Context: an optimization exercise on an open-source flow, tuned for small area, a short achievable clock period and few clock cycles per item. The choices shown serve that exercise and are no tape-out recipe.
The RTL was checked by simulation tests, not by an equivalence proof against the original design.

==> flow/design.v (outline; a module is shown in full before it is edited, if it fits) <==
// module km_mul_pipe: 5206 lines
module km_mul_pipe (
    input  logic        clk,
    input  logic        rst,
    input  logic        in_valid,
    output logic        in_ready,
    input  logic        mode,
    input  logic [31:0] in1,
    input  logic [31:0] in2,
    input  logic [3:0]  in_tag,
    output logic        out_valid,
    input  logic        out_ready,
    output logic [3:0]  out_tag,
    output logic [31:0] out_L,
    output logic [31:0] out_H
);
  // ...
==> flow/flow/run.sh <==
#!/bin/bash
# Layout flow: the standard ORFS flow with two changes.
#  1. The port buffers are buf_2 cells instead of the delay buffer buffer_ports picks.
#  2. Between synthesis and floorplan, flow/fixinv.py removes inverters between
#     full-adder cells by flipping the polarity of some adders (a full adder is
#     self-dual). Registers and their names are untouched.
# Each tool's output goes to a log file in this folder.
set -euo pipefail
W=$(pwd)
R=$W/orfs/results/$FLOW_PLATFORM/km_mul_pipe/base
PB='BUFFER_PORTS_ARGS=-buffer_cell sky130_fd_sc_hd__buf_2'
bash standard.sh "$PB" synth > "$W/flow_synth.log" 2>&1
cp "$R/1_2_yosys.v" "$W/synth_netlist.v"
python3 flow/fixinv.py "$W/synth_netlist.v" "$W/fixed_netlist.v" > "$W/flow_fixinv.log" 2>&1
cat "$W/flow_fixinv.log"
cp "$W/fixed_netlist.v" "$R/1_2_yosys.v"
rm -f "$R/1_synth.odb" "$R/1_synth.sdc"
bash standard.sh "$PB" finish > "$W/flow_finish.log" 2>&1
==> flow/flow/fixinv.py <==
#!/usr/bin/env python3
"""Remove inverters between full-adder cells in a Yosys gate netlist.

A full adder is self-dual: FA(~a, ~b, ~c) = ~FA(a, b, c) for both sum and
carry. Yosys's extract_fa picks each adder's polarity on its own, which leaves
an inverter on many adder-to-adder wires. This script chooses, for every
sky130 fa cell, whether to use it in flipped polarity (inputs and outputs
complemented) so that as few inverters as possible are needed, then rewires
the netlist: each wire that needs its complement gets one inverter, and the
old inverters in those wires are removed. Registers and ports are untouched;
the function of every register input and output port stays the same.

usage: fixinv.py IN.v OUT.v
"""
import re
import sys
from collections import defaultdict

src = open(sys.argv[1]).read()
OUTPINS = {'X', 'Y', 'Q', 'Q_N', 'SUM', 'COUT', 'HI', 'LO'}
PFX = 'sky130_fd_sc_hd__'

m = re.search(r'\bmodule\b.*?;', src, re.S)
body_start = m.end()
body_end = src.rindex('endmodule')
body = src[body_start:body_end]

# split into statements
stmts = []
pos = 0
for mm in re.finditer(r';', body):
    stmts.append(body[pos:mm.end()])
    pos = mm.end()
tail = body[pos:]

ports = set()
for st in stmts:
    s = st.strip()
    mp = re.match(r'(input|output|inout)\s+(\[[^\]]*\]\s*)?(\S+)\s*;', s)
    if mp:
        ports.add(mp.group(3))

inst_re = re.compile(r'^\s*(\S+)\s+(\S+)\s*\((.*)\)\s*;\s*$', re.S)
pin_re = re.compile(r'\.(\w+)\(\s*((?:\\\S+\s)|[^()]*?)\s*\)')

insts = []   # dict(type, name, pins{pin: net}, idx)
for i, st in enumerate(stmts):
    s = st.strip()
    if not s.startswith(PFX):
        continue
    mi = inst_re.match(st)
    if not mi:
        continue
    pins = {}
    for pm in pin_re.finditer(mi.group(3)):
        pins[pm.group(1)] = pm.group(2).strip()
    insts.append({'type': mi.group(1)[len(PFX):], 'name': mi.group(2), 'pins': pins, 'idx': i})


def is_inv(c):
    return re.match(r'inv_\d+$', c['type']) is not None


def is_fa(c):
    return re.match(r'fa_\d+$', c['type']) is not None


def portbase(net):
    return re.sub(r'\s*\[\d+\]$', '', net)


driver = {}
loads = defaultdict(list)
for c in insts:
    for p, n in c['pins'].items():
        if p in OUTPINS:
            driver[n] = (c, p)
        else:
            loads[n].append((c, p))


def isconst(n):
    return "'" in n


def base_of(n):
    par = 0
    while n in driver and is_inv(driver[n][0]):
        n = driver[n][0]['pins']['A']
        par ^= 1
    return n, par


def tree(b):
    """consumer pins of base net b through inverter chains: list of (cell, pin, parity),
    plus the inverters and nets in the tree; None if a port sits inside the tree."""
    cons = []
    invs = []
    nets = []
    stack = [(b, 0)]
    while stack:
        n, par = stack.pop()
        nets.append(n)
        for c, p in loads[n]:
            if is_inv(c):
                invs.append(c)
                stack.append((c['pins']['Y'], par ^ 1))
            else:
                cons.append((c, p, par))
    for n in nets[1:]:
        if portbase(n) in ports:
            return None
    return cons, invs


fas = [c for c in insts if is_fa(c)]
fa_id = {id(c): k for k, c in enumerate(fas)}

# in-scope base nets: driven by an FA, or feeding an FA input
scope = {}
for c in fas:
    for p in ('COUT', 'SUM'):
        n = c['pins'].get(p)
        if n is not None:
            scope[n] = None
    for p in ('A', 'B', 'CIN'):
        n = c['pins'][p]
        if isconst(n):
            continue
        b, _ = base_of(n)
        scope[b] = None
frozen = set()
for b in list(scope):
    if isconst(b):
        del scope[b]
        continue
    t = tree(b)
    if t is None:
        del scope[b]
        continue
    scope[b] = t
# an FA touching an out-of-scope net (or a constant) keeps its polarity
for c in fas:
    ok = True
    for p in ('A', 'B', 'CIN'):
        n = c['pins'][p]
        if isconst(n) or base_of(n)[0] not in scope:
            ok = False
    for p in ('COUT', 'SUM'):
        if c['pins'].get(p) not in scope:
            ok = False
    if not ok:
        frozen.add(fa_id[id(c)])

f = [0] * len(fas)
drv_fa = {}
for b in scope:
    if b in driver and is_fa(driver[b][0]):
        drv_fa[b] = fa_id[id(driver[b][0])]
# nets touching each FA
fa_nets = defaultdict(set)
for b, (cons, invs) in scope.items():
    if b in drv_fa:
        fa_nets[drv_fa[b]].add(b)
    for c, p, par in cons:
        if is_fa(c):
            fa_nets[fa_id[id(c)]].add(b)


def net_cost(b):
    cons, _ = scope[b]
    phys = f[drv_fa[b]] if b in drv_fa else 0
    for c, p, par in cons:
        need = par ^ (f[fa_id[id(c)]] if is_fa(c) else 0)
        if need != phys:
            return 1
    return 0


before = sum(net_cost(b) for b in scope)
old_invs = sum(len(scope[b][1]) for b in scope)
changed = True
rounds = 0
while changed and rounds < 50:
    changed = False
    rounds += 1
    for k in range(len(fas)):
        if k in frozen:
            continue
        ns = fa_nets[k]
        c0 = sum(net_cost(b) for b in ns)
        f[k] ^= 1
        c1 = sum(net_cost(b) for b in ns)
        if c1 < c0:
            changed = True
        else:
            f[k] ^= 1
# annealing on top of the greedy result (deterministic seed)
import math
import random
rng = random.Random(1)
free = [k for k in range(len(fas)) if k not in frozen]
cur = sum(net_cost(b) for b in scope)
best = cur
bestf = list(f)
if free:
    steps = 60 * len(free)
    for it in range(steps):
        T = 1.0 * (1 - it / steps) + 0.02
        k = rng.choice(free)
        ns = fa_nets[k]
        c0 = sum(net_cost(b) for b in ns)
        f[k] ^= 1
        c1 = sum(net_cost(b) for b in ns)
        d = c1 - c0
        if d <= 0 or rng.random() < math.exp(-d / T):
            cur += d
            if cur < best:
                best = cur
                bestf = list(f)
        else:
            f[k] ^= 1
    f[:] = bestf
after = sum(net_cost(b) for b in scope)

# rewrite
newpins = {}     # (cell name, pin) -> net
dead = set()
extra = []
cnt = 0
for b, (cons, invs) in scope.items():
    phys = f[drv_fa[b]] if b in drv_fa else 0
    for c in invs:
        dead.add(c['name'])
    invnet = None
    for c, p, par in cons:
        need = par ^ (f[fa_id[id(c)]] if is_fa(c) else 0)
        if need == phys:
            newpins[(c['name'], p)] = b
        else:
            if invnet is None:
                cnt += 1
                invnet = 'fixinv_n%d' % cnt
                extra.append('  wire %s;\n' % invnet)
                extra.append('  %sinv_1 fixinv_%d (\n    .A(%s),\n    .Y(%s)\n  );\n' % (PFX, cnt, b if not b.startswith('\\') else b + ' ', invnet))
            newpins[(c['name'], p)] = invnet


def fmtnet(n):
    return n + ' ' if n.startswith('\\') else n


out_stmts = []
for c in insts:
    pass
byidx = {c['idx']: c for c in insts}
for i, st in enumerate(stmts):
    c = byidx.get(i)
    if c is None:
        out_stmts.append(st)
        continue
    if c['name'] in dead:
        continue
    if not any((c['name'], p) in newpins for p in c['pins']):
        out_stmts.append(st)
        continue
    pins = dict(c['pins'])
    for p in pins:
        if (c['name'], p) in newpins:
            pins[p] = newpins[(c['name'], p)]
    txt = '\n  %s%s %s (\n%s\n  );' % (PFX, c['type'], c['name'],
                                       ',\n'.join('    .%s(%s)' % (p, fmtnet(n)) for p, n in pins.items()))
    out_stmts.append(txt)

res = src[:body_start] + ''.join(out_stmts) + '\n' + ''.join(extra) + tail + src[body_end:]
open(sys.argv[2], 'w').write(res)
print('fa cells %d (frozen %d), flipped %d; inverters in scope before %d (needed %d), after %d'
      % (len(fas), len(frozen), sum(f), old_invs, before, after))
==> flow/standard.sh <==
#!/bin/bash
# synth_recipe.tcl (not shown) runs the flow's synth.tcl, then flattens the netlist and writes it again
# the make line also repeats each setting of config.mk as NAME=value (left out here)
make -C /OpenROAD-flow-scripts/flow DESIGN_CONFIG=/design/flow/config.mk WORK_HOME=/design/flow/orfs CLKGATE_MAP_FILE= SYNTH_SCRIPT=/design/flow/synth_recipe.tcl "${@:-finish}"
==> flow/config.mk <==
export PLATFORM = sky130hd
export DESIGN_NAME = km_mul_pipe
export DESIGN_NICKNAME = km_mul_pipe
export VERILOG_FILES = /design/flow/design.v
export SDC_FILE = /design/flow/constraint.sdc
export NUM_CORES = 4
export LEC_CHECK = 0
export CAP_MARGIN = 20
export CORE_MARGIN = 2
export CORE_UTILIZATION = 45
export SETUP_SLACK_MARGIN = 3.5
export SLEW_MARGIN = 20
==> flow/constraint.sdc <==
create_clock -name core_clock -period 7.0 [get_ports {clk}]
set_input_delay 1.4000 -clock core_clock [delete_from_list [all_inputs] [get_ports {clk}]]
set_output_delay 1.4000 -clock core_clock [all_outputs]
set_load 0.01 [all_outputs]
==> summary.txt, run 1 <==
* Status: complete, no violations
* Core area at 75,900 um^2
* WP data required at 7.31 ns
* Antenna Violating Nets Remaining at 0
* # hold bufs at CTS at 0
* Worst reg2reg startpoint: r1_in1_21$_DFFE_PP_
* Total grt overflow at 0
* Top routing layer in use: met5
* Plain + repair buffers at 416
* Slowest stage delay, CP at 0.50 ns
* Multi-input comb cells at 2,032
* Tapcells inserted at 1,030
* CP top delay family: adder cells
* Hold_sp: tag_q[2][3]$_DFFE_PP_
* TritonCTS Buffers at 41
* Number of I/O pins at 143
* Post-CTS Setup Bufs at 121
* Slew HR at 36.8%
* Crit-path cells: buf_4, buf_12, buf_16, a22oi_2, xnor2_1, fa_1, fa_1, inv_1, fa_2, fa_2, fa_1
* HP Class: flip-flop to flip-flop
* DRC viols at 0
* Net count, final at 3,774
* DP Wirelength at 75,800 um
* # port buffers at 142
* RSZ-0062 raised after global routing: yes
* Critical path depth at 11
* Top Registers: o_q (64), tag_q (8), o_tag (4)
* Fin Setup TNS at 0 ns
* CP max FO at 6
* FF/Latch Area at 10,400 um^2
* Vias in the first global route at 27.2k
Testbench counts, summed over its fixed seeds: cycles 8,024, items 8,000.
==> inputs of run 2 (changes only) <==
--- a/flow/config.mk
+++ b/flow/config.mk
@@ -10,3 +10,3 @@
 export CORE_UTILIZATION = 45
-export SETUP_SLACK_MARGIN = 3.5
+export SETUP_SLACK_MARGIN = 3.8
 export SLEW_MARGIN = 20
==> run 2 against run 1 <==
  * Flip-flop and latch count is the same
  * Worst setup slack gained 0.0081 ns
  * Highest routed layer unchanged
  * Core utilization rose by 2.0 points
==> summary.txt, run 2 <==
* Status: complete, no violations
* Setup violators final at 0
* Pre-CTS worst setup slack at 2.71 ns
* CTS Sinks at 348
* CTS Buffer Depth at 3
* Syn. warnings at 2
* Clk_skew at 0.0334 ns
* Min cycle time layout at 3.75 ns
* 1st-iter DRT viols at 2,949
* Share of cells above drive strength 1 at 31.8%
* Antenna Violating Nets Remaining at 0 (unchanged)
* Net count, final at 3,822 (+1.3%)
* Worst reg2reg setup slack at 3.25 ns
* Chip width at 281 um
* H-Tree Depth at 2
* Slowest-stage cell, CP: fa_1
* Final GP Congestion at 0.923
* WP data arrival at 4.07 ns
* Largest net degree at the start of global routing at 127
* Setup CP Type: flip-flop to flip-flop
* Slew HR at 33.1% (-3.7 points)
* Routed len/inst at 28.7 um
* RSZ-0062 raised after global routing: yes
* DRC viols at 0 (unchanged)
* Total grt overflow at 0 (unchanged)
* First-pass GRT wire length at 179,000 um
* Top reg by flops: o_q
* Final Hold Viols at 0
* Reg-to-Reg End: r2_fa_1531$_DFFE_PP_
* Most frequent cells in the layout: 477 x xnor2_1, 351 x a22oi_1, 345 x edfxtp_1, 313 x fa_1, 221 x inv_1
* Worst setup endpoint: r2_fa_1531$_DFFE_PP_
* # port buffers at 142 (unchanged)
* Number of I/O pins at 143 (unchanged)
* Drt pass-1 iters at 9
* Crit-path cells: buf_12, buf_12, a22oi_2, xnor2_1, ha_1, fa_1, fa_1, fa_2, fa_2
* Hold Slack at 0.414 ns
* WL final at 121,000 um
* Measured slew at the worst slew-check pin at 1.00 ns
* Initial antenna violation count at 3
* Setup ws final at 3.25 ns
* Die span in y at 281 um
* Final period util at 53.6%
* Synth Area per Inst at 11.8 um^2
* CTS tree: yes
* Post-DR vias/cell at 6.17
* Initial Utilization at 45.4%
* TritonCTS Buffers at 41 (unchanged)
* # hold bufs at CTS at 0 (unchanged)
* Max cap viols at 0
* Full die area at 78,900 um^2
* Clock-pin slew on the worst setup and hold paths at 0.06 ns
* Worst reg2reg startpoint: r1_in1_21$_DFFE_PP_
* Post-DP Area at 36,700 um^2
* R2R cell count at 9
* Slowest stage delay, CP at 0.57 ns (+0.07 ns)
* Fmax at 267 MHz
* HP Class: flip-flop to flip-flop
* CP endpoint kind: flip-flop
* Clock root cell: clkbuf_16
* Top Registers: o_q (64), tag_q (8), o_tag (4)
* Critical Path Source Type: flip-flop
* Final max-slew violation count at 0
* Core area at 75,900 um^2 (unchanged)
* Mapped Nets at 3,599
* N_diodes at 0
* CP max FO at 7 (+1)
* Fin Setup TNS at 0 ns (unchanged)
* Post-synthesis cell count at 2,923
* Placement Rows at 101
* WP data required at 7.32 ns (about the same)
* Most common cell after layout, fill and taps aside: xnor2_1
* Vias in the first global route at 27.9k (+2.2%)
* Clock Latency Late Sink at 0.60 ns
* Max reg flops at 64
* CP startpoint: r1_in1_21$_DFFE_PP_
* Global router's overall resource usage at 30.9%
* Via count at 26.0k
* Design area at 42,900 um^2
* Synthesis-to-layout area growth at 24.2%
* DP Wirelength at 74,900 um (-1.2%)
* Synth Cell Area at 34,500 um^2
[run 2: what timing repair did]
action,4_1_cts,5_1_grt
setup buffers,167,42
resized for setup,469,160
pin swaps,221,164
endpoints found under the hold margin,0,0
setup endpoints to repair,169,248
gates cloned,18,2
[run 2: through the flow]
step	utilization, %	instances
global route	56.5	4207
global placement	48.3	3904
floorplan	-	2923
CTS	55.1	4163
detailed placement	48.3	3904
finish	56.5	4207
[run 2: worst max-delay path, delay by kind of cell (launching register included)]
family	cells	cell delay, ns
fa+ha+maj	5	2.27
buf+inv	2	0.35
flops	1	0.52
compound gates	1	0.16
xor+xnor	1	0.16
[run 2: worst min path at each step]
stage                     startpoint                     to  slack (ns)  depth (start not counted)
2_1_floorplan  tag_q[2][0]$_DFFE_PP_     o_tag[0]$_DFFE_PP_        0.40                          0
3_3_place_gp   tag_q[1][3]$_DFFE_PP_  tag_q[2][3]$_DFFE_PP_        0.40                          0
3_5_place_dp   tag_q[1][1]$_DFFE_PP_  tag_q[2][1]$_DFFE_PP_        0.41                          0
4_1_cts        tag_q[1][1]$_DFFE_PP_  tag_q[2][1]$_DFFE_PP_        0.42                          0
5_1_grt        tag_q[1][2]$_DFFE_PP_  tag_q[2][2]$_DFFE_PP_        0.42                          0
6_report       tag_q[1][3]$_DFFE_PP_  tag_q[2][3]$_DFFE_PP_        0.41                          0
[run 2: cell type report]
class / instances / area [um^2]
Timing Repair Buffer: 464 / 4690
Fill cell: 6164 / 33100
Clock inverter: 24 / 259
Multi-Input combinational cell: 2032 / 24100
Tap cell: 1030 / 1290
Clock buffer: 50 / 1060
Sequential cell: 348 / 10400
Inverter: 259 / 1060
[run 2: per-layer routing]
layer / up-vias / track usage [%] / wire [um]
met5: - / 0 / 27
met4: 6 / 16.5 / 8000
met3: 527 / 11.3 / 15600
met2: 1793 / 46.6 / 52500
met1: 13200 / 38.7 / 44500
li1: 10500 / - / -
==> inputs of run 3 (changes only) <==
--- a/flow/config.mk
+++ b/flow/config.mk
@@ -10,3 +10,3 @@
 export CORE_UTILIZATION = 45
-export SETUP_SLACK_MARGIN = 3.8
+export SETUP_SLACK_MARGIN = 3.2
 export SLEW_MARGIN = 20
==> run 3 against run 2 <==
  * Register-to-register slack worse by 0.06 ns
  * Worst setup slack got worse by 0.056 ns
  * Clock skew down 0.0056 ns
  * Highest routed layer is now met4
==> summary.txt, run 3 <==
* DP Wirelength at 76,400 um (+2.0%)
* Fillers at 6,514 (+5.7%)
* Critical path depth at 10 (+1)
* Via count at 25.1k (-3.4%)
* Slowest stage delay, CP at 0.52 ns (-0.05 ns)
* Clock root cell: clkbuf_16
* Min cycle time layout at 3.81 ns (+0.0562 ns)
* Fin Setup TNS at 0 ns (unchanged)
* Placement Rows at 101 (unchanged)
* Pre-CTS worst setup slack at 2.53 ns (-0.174 ns)
* CP max FO at 9 (+2)
* Slowest-stage cell, CP: fa_1
* Final period util at 54.4% (+0.80 points)
* CP top delay family: adder cells
* Status: complete, no violations
* H-Tree Depth at 2 (unchanged)
* Critical Path Source Type: flip-flop
* Net count, final at 3,730 (-2.4%)
* Chip width at 281 um (unchanged)
* Vias in the first global route at 26.5k (-4.9%)
* CTS tree: yes
* Most common cell after layout, fill and taps aside: xnor2_1
* Setup ws final at 3.19 ns (-0.0562 ns)
* Largest net degree at the start of global routing at 183 (+44%)
* Clk_skew at 0.0278 ns (-0.00555 ns)
* Final max-slew violation count at 0 (unchanged)
* Initial Utilization at 45.4% (unchanged)
* Top Registers: o_q (64), tag_q (8), o_tag (4)
* Crit path top cell by count: fa_1
* Synth Cell Area at 34,500 um^2 (unchanged)
* Synthesis-to-layout area growth at 15.3%
* Clock-pin slew on the worst setup and hold paths at 0.06 ns (about the same)
* Core area at 75,900 um^2 (unchanged)
* # hold bufs at CTS at 0 (unchanged)
* Share of cells above drive strength 1 at 18.3% (-14 points)
* Measured slew at the worst slew-check pin at 1.15 ns (+0.143 ns)
* Hold Slack at 0.418 ns (+0.00382 ns)
* Reg-to-Reg End: r2_fa_1523$_DFFE_PP_
* Post-synthesis cell count at 2,923 (unchanged)
* CP startpoint: r1_in1_26$_DFFE_PP_
* # port buffers at 142 (unchanged)
* Initial antenna violation count at 1 (-2)
* RSZ-0062 raised after global routing: yes
* Crit-path cells: buf_4, buf_4, a22oi_2, xnor2_2, fa_2, fa_1, inv_1, fa_1, fa_2, fa_1
* Setup violators final at 0 (unchanged)
* Top reg by flops: o_q
* Placed cell count at 3,904 (unchanged)
* Fmax at 263 MHz (-1.5%)
* Mapped Nets at 3,599 (unchanged)
* First-pass GRT wire length at 171,000 um (-4.5%)
* Most frequent cells in the layout: 524 x xnor2_1, 466 x a22oi_1, 439 x fa_1, 345 x edfxtp_1, 243 x inv_1
* Syn. warnings at 2 (unchanged)
* Post-route insts no fill at 4,117 (-2.1%)
* Max cap viols at 0 (unchanged)
* Setup CP Type: flip-flop to flip-flop
* 1st-iter DRT viols at 3,187 (+8.1%)
* Post-DR vias/cell at 6.10 (-1.3%)
* Final GP Congestion at 0.932 (+0.99%)
* Max reg flops at 64 (unchanged)
* CTS Buffer Depth at 3 (unchanged)
* Fin util at 52.4% (-4.0 points)
* Number of I/O pins at 143 (unchanged)
* Total grt overflow at 0 (unchanged)
* Worst reg2reg startpoint: r1_in1_26$_DFFE_PP_
* Final Hold Viols at 0 (unchanged)
* WL final at 115,000 um (-4.4%)
* WP data required at 7.32 ns (about the same)
* WP buf/inv at 3 (+1)
* DRC viols at 0 (unchanged)
* Slew HR at 23.5% (-9.5 points)
* Antenna Violating Nets Remaining at 0 (unchanged)
* Routed len/inst at 28.0 um (-2.3%)
* Die span in y at 281 um (unchanged)
* CP endpoint kind: flip-flop
* Drt pass-1 iters at 8 (-1)
* Synth Area per Inst at 11.8 um^2 (unchanged)
* R2R cell count at 10 (+1)
* TritonCTS Buffers at 41 (unchanged)
* Worst reg2reg setup slack at 3.19 ns (-0.06 ns)
* Clock Latency Late Sink at 0.60 ns (about the same)
* Worst setup endpoint: r2_fa_1523$_DFFE_PP_
* N_diodes at 0 (unchanged)
* Global router's overall resource usage at 29.5% (-1.3 points)
* CTS Sinks at 348 (unchanged)
* Full die area at 78,900 um^2 (unchanged)
* WP data arrival at 4.13 ns (+0.06 ns)
* HP Class: flip-flop to flip-flop
==> run 3: how the worst min path moves through the flow <==
stage,startpoint,end,depth (start not counted)
6_report,tag_q[2][2]$_DFFE_PP_,o_tag[2]$_DFFE_PP_,0
5_1_grt,tag_q[1][3]$_DFFE_PP_,tag_q[2][3]$_DFFE_PP_,0
4_1_cts,tag_q[2][2]$_DFFE_PP_,o_tag[2]$_DFFE_PP_,0
3_5_place_dp,tag_q[2][2]$_DFFE_PP_,o_tag[2]$_DFFE_PP_,0
3_3_place_gp,tag_q[1][0]$_DFFE_PP_,tag_q[2][0]$_DFFE_PP_,0
2_1_floorplan,tag_q[2][0]$_DFFE_PP_,o_tag[0]$_DFFE_PP_,0
==> run 3: worst register-to-register path, stage by stage (launching register included) <==
cell,delay [ns]
edfxtp_1,0.41
buf_4,0.21
buf_4,0.17
a22oi_2,0.19
xnor2_2,0.16
fa_2,0.51
fa_1,0.52
inv_1,0.05
fa_1,0.50
fa_2,0.36
fa_1,0.43
==> run 3: final cells by class <==
type | instances | area, um^2 | share of cell area, %
clock inverter | 31 | 377 | 0.946
tap | 1030 | 1290 | 3.24
timing repair buffer | 372 | 3120 | 7.83
clock buffer | 45 | 1040 | 2.62
multi-input combinational | 2032 | 22500 | 56.6
sequential | 348 | 10400 | 26.2
inverter | 259 | 1040 | 2.60
==> run 3: per-layer routing <==
metal,up-vias,track usage (%),wire length (um)
met5,-,0,0
met1,12700,39.3,44500
met3,383,7.89,13400
met4,0,13.5,6120
met2,1679,45.2,51400
li1,10300,-,-
==> run 3: metrics by stage <==
| stage | cell area [um^2] |
|---|---|
| 5_1_grt | 39800 |
| 3_5_place_dp | 36200 |
| 2_1_floorplan | 34600 |
| 6_report | 39800 |
| 4_1_cts | 39100 |
| 3_3_place_gp | 36200 |
==> run 3: repair_timing <==
action | 4_1_cts | 5_1_grt
gates cloned | 3 | 2
setup endpoints to repair | 107 | 53
pin swaps | 22 | 65
resized for setup | 78 | 99
buffers inserted | 113 | 19
==> inputs of run 4 (changes only) <==
--- a/flow/flow/run.sh
+++ b/flow/flow/run.sh
@@ -5,3 +5,4 @@
 #     full-adder cells by flipping the polarity of some adders (a full adder is
-#     self-dual). Registers and their names are untouched.
+#     self-dual) and swapping some xor2/xnor2 cells. Registers and their names
+#     are untouched.
 # Each tool's output goes to a log file in this folder.
--- a/flow/flow/fixinv.py
+++ b/flow/flow/fixinv.py
@@ -7,4 +7,5 @@
 sky130 fa cell, whether to use it in flipped polarity (inputs and outputs
-complemented) so that as few inverters as possible are needed, then rewires
-the netlist: each wire that needs its complement gets one inverter, and the
+complemented), and for every xor2/xnor2 cell whose output is handled here,
+whether to swap it for the other one (same size, complemented output), so
+that as few inverters as possible are needed, then rewires the netlist: each wire that needs its complement gets one inverter, and the
 old inverters in those wires are removed. Registers and ports are untouched;
@@ -65,2 +66,12 @@
     return re.match(r'fa_\d+$', c['type']) is not None
+
+
+def is_xo(c):
+    return re.match(r'x(n?)or2_[124]$', c['type']) is not None
+
+
+def outpin(c):
+    for p in ('X', 'Y', 'SUM', 'COUT', 'Q'):
+        if p in c['pins']:
+            return p
 
@@ -116,2 +127,4 @@
 fas = [c for c in insts if is_fa(c)]
+nfa_cells = len(fas)
+fas += [c for c in insts if is_xo(c)]
 fa_id = {id(c): k for k, c in enumerate(fas)}
@@ -120,3 +133,3 @@
 scope = {}
-for c in fas:
+for c in fas[:nfa_cells]:
     for p in ('COUT', 'SUM'):
@@ -141,4 +154,8 @@
     scope[b] = t
-# an FA touching an out-of-scope net (or a constant) keeps its polarity
-for c in fas:
+# an FA touching an out-of-scope net (or a constant) keeps its polarity;
+# so does an xor gate whose output is not in scope
+for c in fas[nfa_cells:]:
+    if c['pins'].get(outpin(c)) not in scope:
+        frozen.add(fa_id[id(c)])
+for c in fas[:nfa_cells]:
     ok = True
@@ -157,3 +174,3 @@
 for b in scope:
-    if b in driver and is_fa(driver[b][0]):
+    if b in driver and (is_fa(driver[b][0]) or is_xo(driver[b][0])):
         drv_fa[b] = fa_id[id(driver[b][0])]
@@ -167,2 +184,4 @@
             fa_nets[fa_id[id(c)]].add(b)
+        elif is_xo(c) and id(c) in fa_id:
+            pass
 
@@ -263,3 +282,11 @@
         continue
-    if not any((c['name'], p) in newpins for p in c['pins']):
+    xflip = is_xo(c) and f[fa_id[id(c)]] == 1
+    if xflip:
+        if c['type'].startswith('xor'):
+            c['type'] = 'xn' + c['type'][1:]
+            c['pins'] = {('Y' if p == 'X' else p): n for p, n in c['pins'].items()}
+        else:
+            c['type'] = 'x' + c['type'][2:]
+            c['pins'] = {('X' if p == 'Y' else p): n for p, n in c['pins'].items()}
+    if not xflip and not any((c['name'], p) in newpins for p in c['pins']):
         out_stmts.append(st)
@@ -276,3 +303,3 @@
 open(sys.argv[2], 'w').write(res)
-print('fa cells %d (frozen %d), flipped %d; inverters in scope before %d (needed %d), after %d'
-      % (len(fas), len(frozen), sum(f), old_invs, before, after))
+print('fa cells %d, xor cells %d (frozen %d), flipped %d; inverters in scope before %d (needed %d), after %d'
+      % (nfa_cells, len(fas) - nfa_cells, len(frozen), sum(f), old_invs, before, after))
==> run 4 against run 3 <==
  * Still clean
  * Design area fell by 2.9%
  * Die area fell by 1.7%
  * Register-to-register slack got worse by 0.05 ns
  * Flip-flop and latch count did not move
  * Cell count fell by 6.2%
  * Core utilization fell by 0.58 points
  * Area after synthesis fell by 1.7%
  * Critical path type unchanged
  * Largest cell class unchanged
  * Highest routed layer unchanged
==> summary.txt, run 4 <==
* Clock root cell: clkbuf_16
* Die span in y at 279 um (-0.83%)
* Worst reg2reg startpoint: r1_in1_11$_DFFE_PP_
* R2R cell count at 8 (-2)
* Synth Area per Inst at 12.3 um^2 (+3.8%)
* WP data required at 7.33 ns (about the same)
* Max cap viols at 0 (unchanged)
* Initial Utilization at 45.5% (+0.059 points)
* Clock-pin slew on the worst setup and hold paths at 0.06 ns (about the same)
* Drt pass-1 iters at 7 (-1)
* Core area at 74,600 um^2 (-1.8%)
* Hold Path Depth at 0 (unchanged)
* CP endpoint kind: flip-flop
* Slew HR at 37.9% (+14 points)
* Clk_skew at 0.0376 ns (+0.00976 ns)
* CTS tree: yes
* Final max-slew violation count at 0 (unchanged)
* TritonCTS Buffers at 42 (+2.4%)
* Crit path top cell by count: fa_1
* Setup violators final at 0 (unchanged)
* RSZ-0062 raised after global routing: yes
* WL final at 113,000 um (-2.0%)
* Antenna Violating Nets Remaining at 0 (unchanged)
* Setup CP Type: flip-flop to flip-flop
* Hold_sp: tag_q[1][3]$_DFFE_PP_
* Fin Setup TNS at 0 ns (unchanged)
* Worst reg2reg setup slack at 3.15 ns (-0.05 ns)
* FF/Latch Area at 10,400 um^2 (unchanged)
* Status: complete, no violations
* Share of cells above drive strength 1 at 17.2% (-1.1 points)
* Reg-to-Reg End: r2_fa_1523$_DFFE_PP_
* Syn. warnings at 2 (unchanged)
* Post-DR vias/cell at 6.36 (+4.3%)
* # hold bufs at CTS at 0 (unchanged)
* WHS Endpoint: tag_q[2][3]$_DFFE_PP_
* Via count at 24.5k (-2.3%)
* Slowest stage delay, CP at 0.61 ns (+0.09 ns)
* Crit-path cells: buf_4, a22oi_1, xor2_1, fa_1, fa_2, fa_1, fa_2, fa_1
* Top Registers: o_q (64), tag_q (8), o_tag (4)
* DP Wirelength at 72,200 um (-5.5%)
* Fmax at 259 MHz (-1.2%)
* Post-synthesis cell count at 2,768 (-5.3%)
* CP max FO at 33 (+24)
* Routed len/inst at 29.3 um (+4.5%)
* Chip width at 279 um (-0.83%)
* Largest net degree at the start of global routing at 152 (-17%)
* Hold Slack at 0.419 ns (+0.000627 ns)
* Clock Latency Late Sink at 0.62 ns (+0.02 ns)
* Max reg flops at 64 (unchanged)
* Measured slew at the worst slew-check pin at 0.931 ns (-0.216 ns)
* Multi-input gate area in the final layout at 22,400 um^2 (-0.29%)
* Vias in the first global route at 26.2k (-1.1%)
* Critical Path Source Type: flip-flop
* Synthesis-to-layout area growth at 13.9%
* HP Class: flip-flop to flip-flop
* Fillers at 6,423 (-1.4%)
* Final Hold Viols at 0 (unchanged)
* H-Tree Depth at 2 (unchanged)
* Global router's overall resource usage at 28.9% (-0.64 points)
* Synth Cell Area at 33,900 um^2 (-1.7%)
* DRC viols at 0 (unchanged)
* Final GP Congestion at 0.923 (-0.97%)
* Mapped Nets at 3,444 (-4.3%)
* Most frequent cells in the layout: 473 x a22oi_1, 449 x fa_1, 348 x xnor2_1, 345 x edfxtp_1, 228 x xor2_1
* 1st-iter DRT viols at 3,273 (+2.7%)
* CTS Sinks at 348 (unchanged)
* Most common cell after layout, fill and taps aside: a22oi_1
* WP data arrival at 4.18 ns (+0.05 ns)
* Min cycle time layout at 3.85 ns (+0.0463 ns)
* CTS Buffer Depth at 3 (unchanged)
* First-pass GRT wire length at 167,000 um (-2.3%)
* Slowest-stage cell, CP: fa_2
* Total grt overflow at 0 (unchanged)
* Full die area at 77,600 um^2 (-1.7%)
* Final period util at 55.1% (+0.66 points)
* Post-DP Area at 35,500 um^2 (-1.8%)
* Number of I/O pins at 143 (unchanged)
* Design area at 38,700 um^2 (-2.9%)
* # port buffers at 142 (unchanged)
* Top reg by flops: o_q
* Initial antenna violation count at 0 (-1)
* Placement Rows at 100 (-0.99%)
* N_diodes at 0 (unchanged)
* Net count, final at 3,537 (-5.2%)
## run 4: changes by cell type in the layout (fill, tap and decap cells not counted), moves of 10 or more
cell	delta
buf_12	-14
buf_4	-39
buf_6	+10
fa_1	+10
fa_2	-10
inv_1	-150
xnor2_1	-176
xor2_1	+178
## run 4: through the flow
stage,setup WS [ns],std cells,utilization (%)
4_1_cts,3.08,3817,50.7
5_1_grt,3.07,3860,51.8
2_1_floorplan,1.77,2768,-
3_3_place_gp,2.47,3688,47.7
6_report,3.15,3860,51.8
3_5_place_dp,2.37,3688,47.7
## run 4: worst max-delay path by stage
stage | start | endpoint | slack, ns | cells after the start
4_1_cts | r2_fa_1310$_DFFE_PP_ | o_q[42]$_DFFE_PP_ | 3.08 | 12
3_3_place_gp | r1_neg_294$_DFFE_PP_ | r2_fa_1519$_DFFE_PP_ | 2.47 | 8
5_1_grt | r2_fa_1282$_DFFE_PP_ | o_q[49]$_DFFE_PP_ | 3.07 | 13
2_1_floorplan | out_ready | in_ready | 1.77 | 1
6_report | r1_in1_11$_DFFE_PP_ | r2_fa_1523$_DFFE_PP_ | 3.15 | 8
3_5_place_dp | r1_neg_294$_DFFE_PP_ | r2_fa_1519$_DFFE_PP_ | 2.37 | 8
## run 4: layout make-up
cell class                      instances  share of cell area [%]
Inverter                              104                    1.11
Tap cell                              969                    3.14
Clock inverter                         21                   0.868
Clock buffer                           53                    2.85
Multi-Input combinational cell       2032                    58.1
Sequential cell                       348                    27.0
Timing Repair Buffer                  333                    6.96
## run 4: metal layers
metal,vias up,part of all wire [%],GRT usage [%]
li1,9885,-,-
met1,12400,38,37.9
met2,1811,44,44.3
met3,435,13,8.66
met4,0,5.2,13.3
met5,-,0,0
## run 4: what timing repair did
item / 4_1_cts / 5_1_grt
pin swaps: 10 / 68
buffers inserted: 53 / 40
resized for setup: 57 / 96
endpoints found under the setup margin: 105 / 55
hold endpoints to repair: 0 / 0
gates cloned: 2 / 3
## run 4: worst max-delay path: cells and delay by family, from the launching register on
family / cells / cell delay, ns
buffers and inverters: 1 / 0.51
flip-flops: 1 / 0.34
XOR/XNOR: 1 / 0.19
AO/OA/AOI/OAI: 1 / 0.18
adder cells (fa/ha/maj): 5 / 2.31
==> inputs of run 5 (changes only) <==
--- a/flow/config.mk
+++ b/flow/config.mk
@@ -10,3 +10,3 @@
 export CORE_UTILIZATION = 45
-export SETUP_SLACK_MARGIN = 3.2
+export SETUP_SLACK_MARGIN = 3.0
 export SLEW_MARGIN = 20
==> run 5 against run 4 <==
  * Wire length is 1.8% higher
  * Cell count is 0.54% lower
  * Worst setup slack worse by 0.13 ns
  * Critical path depth is 1 lower
  * Synthesized cell count stayed put
  * Clock skew is 0.0030 ns lower
  * Critical endpoint is now r2_fa_1531$_DFFE_PP_
==> summary.txt, run 5 <==
* CP endpoint kind: flip-flop
* Setup CP Type: flip-flop to flip-flop
* Placed cell count at 3,688 (unchanged)
* Syn. warnings at 2 (unchanged)
* Met2 wire len at 49,600 um (-1.2%)
* Top Registers: o_q (64), tag_q (8), o_tag (4)
* Top routing layer in use: met5
* Clock-pin slew on the worst setup and hold paths at 0.06 ns (about the same)
* WL final at 115,000 um (+1.8%)
* Total grt overflow at 0 (unchanged)
* Synthesis-to-layout area growth at 11.3%
* HP Class: flip-flop to flip-flop
* 1st-iter DRT viols at 3,352 (+2.4%)
* Full die area at 77,600 um^2 (unchanged)
* WP data required at 7.31 ns (-0.02 ns)
* # port buffers at 142 (unchanged)
* Synth Cell Area at 33,900 um^2 (unchanged)
* Min cycle time layout at 3.98 ns (+0.127 ns)
* Critical Path Source Type: flip-flop
* Mapped Nets at 3,444 (unchanged)
* Max reg flops at 64 (unchanged)
* Final GP Congestion at 0.935 (+1.2%)
* CTS Buffer Depth at 3 (unchanged)
* H-Tree Depth at 2 (unchanged)
* Most frequent cells in the layout: 489 x a22oi_1, 473 x fa_1, 350 x xnor2_1, 345 x edfxtp_1, 232 x xor2_1
* Post-synthesis cell count at 2,768 (unchanged)
* Post-DR vias/cell at 6.37 (+0.17%)
* Worst reg2reg startpoint: r1_b_32$_DFFE_PP_
* Met1 Routed Length at 43,700 um (+2.3%)
* RSZ-0062 raised after global routing: yes
* Met3 routed WL at 15,600 um (+8.7%)
* Core area at 74,600 um^2 (unchanged)
* Final Hold Viols at 0 (unchanged)
* Slew HR at 34.6% (-3.3 points)
* Clk_skew at 0.0346 ns (-0.00304 ns)
* Die span in y at 279 um (unchanged)
* DP Wirelength at 74,700 um (+3.5%)
* First-pass GRT wire length at 172,000 um (+2.9%)
* Placement Rows at 100 (unchanged)
* Vias in the first global route at 26.4k (+0.54%)
* CTS Sinks at 348 (unchanged)
* Status: complete, no violations
* Clock Latency Late Sink at 0.60 ns (-0.02 ns)
* Number of I/O pins at 143 (unchanged)
* Synth Area per Inst at 12.3 um^2 (unchanged)
* WP data arrival at 4.29 ns (+0.11 ns)
* Initial antenna violation count at 1 (+1)
* Final period util at 56.9% (+1.8 points)
* Routed len/inst at 30.0 um (+2.3%)
* Fillers at 6,507 (+1.3%)
* Initial Utilization at 45.5% (unchanged)
* CTS tree: yes
* Top reg by flops: o_q
* Antenna Violating Nets Remaining at 0 (unchanged)
* Max cap viols at 0 (unchanged)
* Fmax at 251 MHz (-3.2%)
* Share of cells above drive strength 1 at 14.4% (-2.8 points)
* CP max FO at 22 (-33%)
* Measured slew at the worst slew-check pin at 0.981 ns (+0.0497 ns)
* Chip width at 279 um (unchanged)
* Global router's overall resource usage at 29.9% (+1.0 points)
* Hold Slack at 0.418 ns (-0.000881 ns)
* Fin Setup TNS at 0 ns (unchanged)
* # hold bufs at CTS at 0 (unchanged)
* Final max-slew violation count at 0 (unchanged)
* Largest net degree at the start of global routing at 132 (-13%)
* Via count at 24.4k (-0.37%)
* CP startpoint: r1_b_32$_DFFE_PP_
* Post-route insts no fill at 3,839 (-0.54%)
* Hold_sp: tag_q[2][2]$_DFFE_PP_
* Setup violators final at 0 (unchanged)
* Net count, final at 3,513 (-0.68%)
* Clock root cell: clkbuf_16
* Most common cell after layout, fill and taps aside: a22oi_1
* DRC viols at 0 (unchanged)
* Drt pass-1 iters at 7 (unchanged)
* TritonCTS Buffers at 40 (-4.8%)
==> run 5: what timing repair did <==
item / in CTS / in global routing
pin swaps: 1 / 6
cloned: 0 / 0
setup buffers: 63 / 13
hold endpoints to repair: 0 / 0
endpoints found under the setup margin: 88 / 41
resized for setup: 18 / 42
==> run 5: final cells by class <==
class	instances	area, um^2	area share [%]
Antenna cell	2	5.00	0.0133
Clock buffer	47	1050	2.78
Clock inverter	26	234	0.620
Inverter	104	437	1.16
Multi-Input combinational cell	2032	22100	58.6
Sequential cell	348	10400	27.6
Tap cell	969	1210	3.21
Timing Repair Buffer	311	2240	5.94
==> run 5: worst paths after layout <==
path                                        endpoint  slack (ns)  cells past startpoint
worst max-delay path            r2_fa_1531$_DFFE_PP_        3.02                      7
worst min-delay path              o_tag[2]$_DFFE_PP_        0.42                      0
worst max register to register  r2_fa_1531$_DFFE_PP_        3.02                      7
worst min register to register    o_tag[2]$_DFFE_PP_        0.42                      0
max in group asynchronous           v[1]$_DFFE_PP0P_        6.20                      2
min in group asynchronous            o_v$_DFFE_PP0P_        0.67                      2
==> run 5: routing by layer <==
layer / vias up / global-route usage (%)
li1: 9856 / -
met1: 12400 / 38.8
met2: 1768 / 44.1
met3: 435 / 11.1
met4: 2 / 14.9
met5: - / 0
==> run 5: critical path, stage by stage (launching register included) <==
cell      delay [ns]
edfxtp_1        0.78
buf_4           0.45
and2_1          0.20
fa_1            0.45
fa_1            0.54
fa_1            0.43
fa_1            0.40
fa_1            0.44
==> run 5: stage by stage <==
stage          setup WS, ns  utilization [%]  area (um^2)
4_1_cts                2.99             50.3        37500
5_1_grt                2.97             50.6        37800
3_3_place_gp           2.33             47.6        35500
6_report               3.02             50.6        37800
2_1_floorplan          1.77                -        34000
3_5_place_dp           2.19             47.6        35500

## port drivers added, routing unchanged
In the flow no input, the clock included, has a driving cell. The finished layouts below were timed again as built, in two steps. Step 1: set_driving_cell puts a clkbuf_16 on clk and a buf_2 on each other input, an assumption about the parent block. Step 2 adds t to the input delays and takes it off the output delays; t is the mean of the earliest and latest rising clock arrival at the registers after step 1. Input paths then give back, and output paths get back, about the clock's delay inside the block. a / b / c = no drivers / after step 1 / after step 2; a / b = the first two.
| run | t (ns) | slack for setup (ns) | worst register clock-pin slew, ns |
|---|---|---|---|
| run 1 | 0.659 | 3.240 / 3.240 / 3.240 | 0.07 / 0.07 |
| run 2 | 0.661 | 3.248 / 3.248 / 3.248 | 0.06 / 0.06 |
| run 3 | 0.657 | 3.192 / 3.192 / 3.192 | 0.06 / 0.06 |
| run 4 | 0.669 | 3.146 / 3.146 / 3.146 | 0.08 / 0.08 |
| run 5 | 0.649 | 3.019 / 3.019 / 3.019 | 0.07 / 0.07 |
After both steps setup and hold are still met in every run listed.
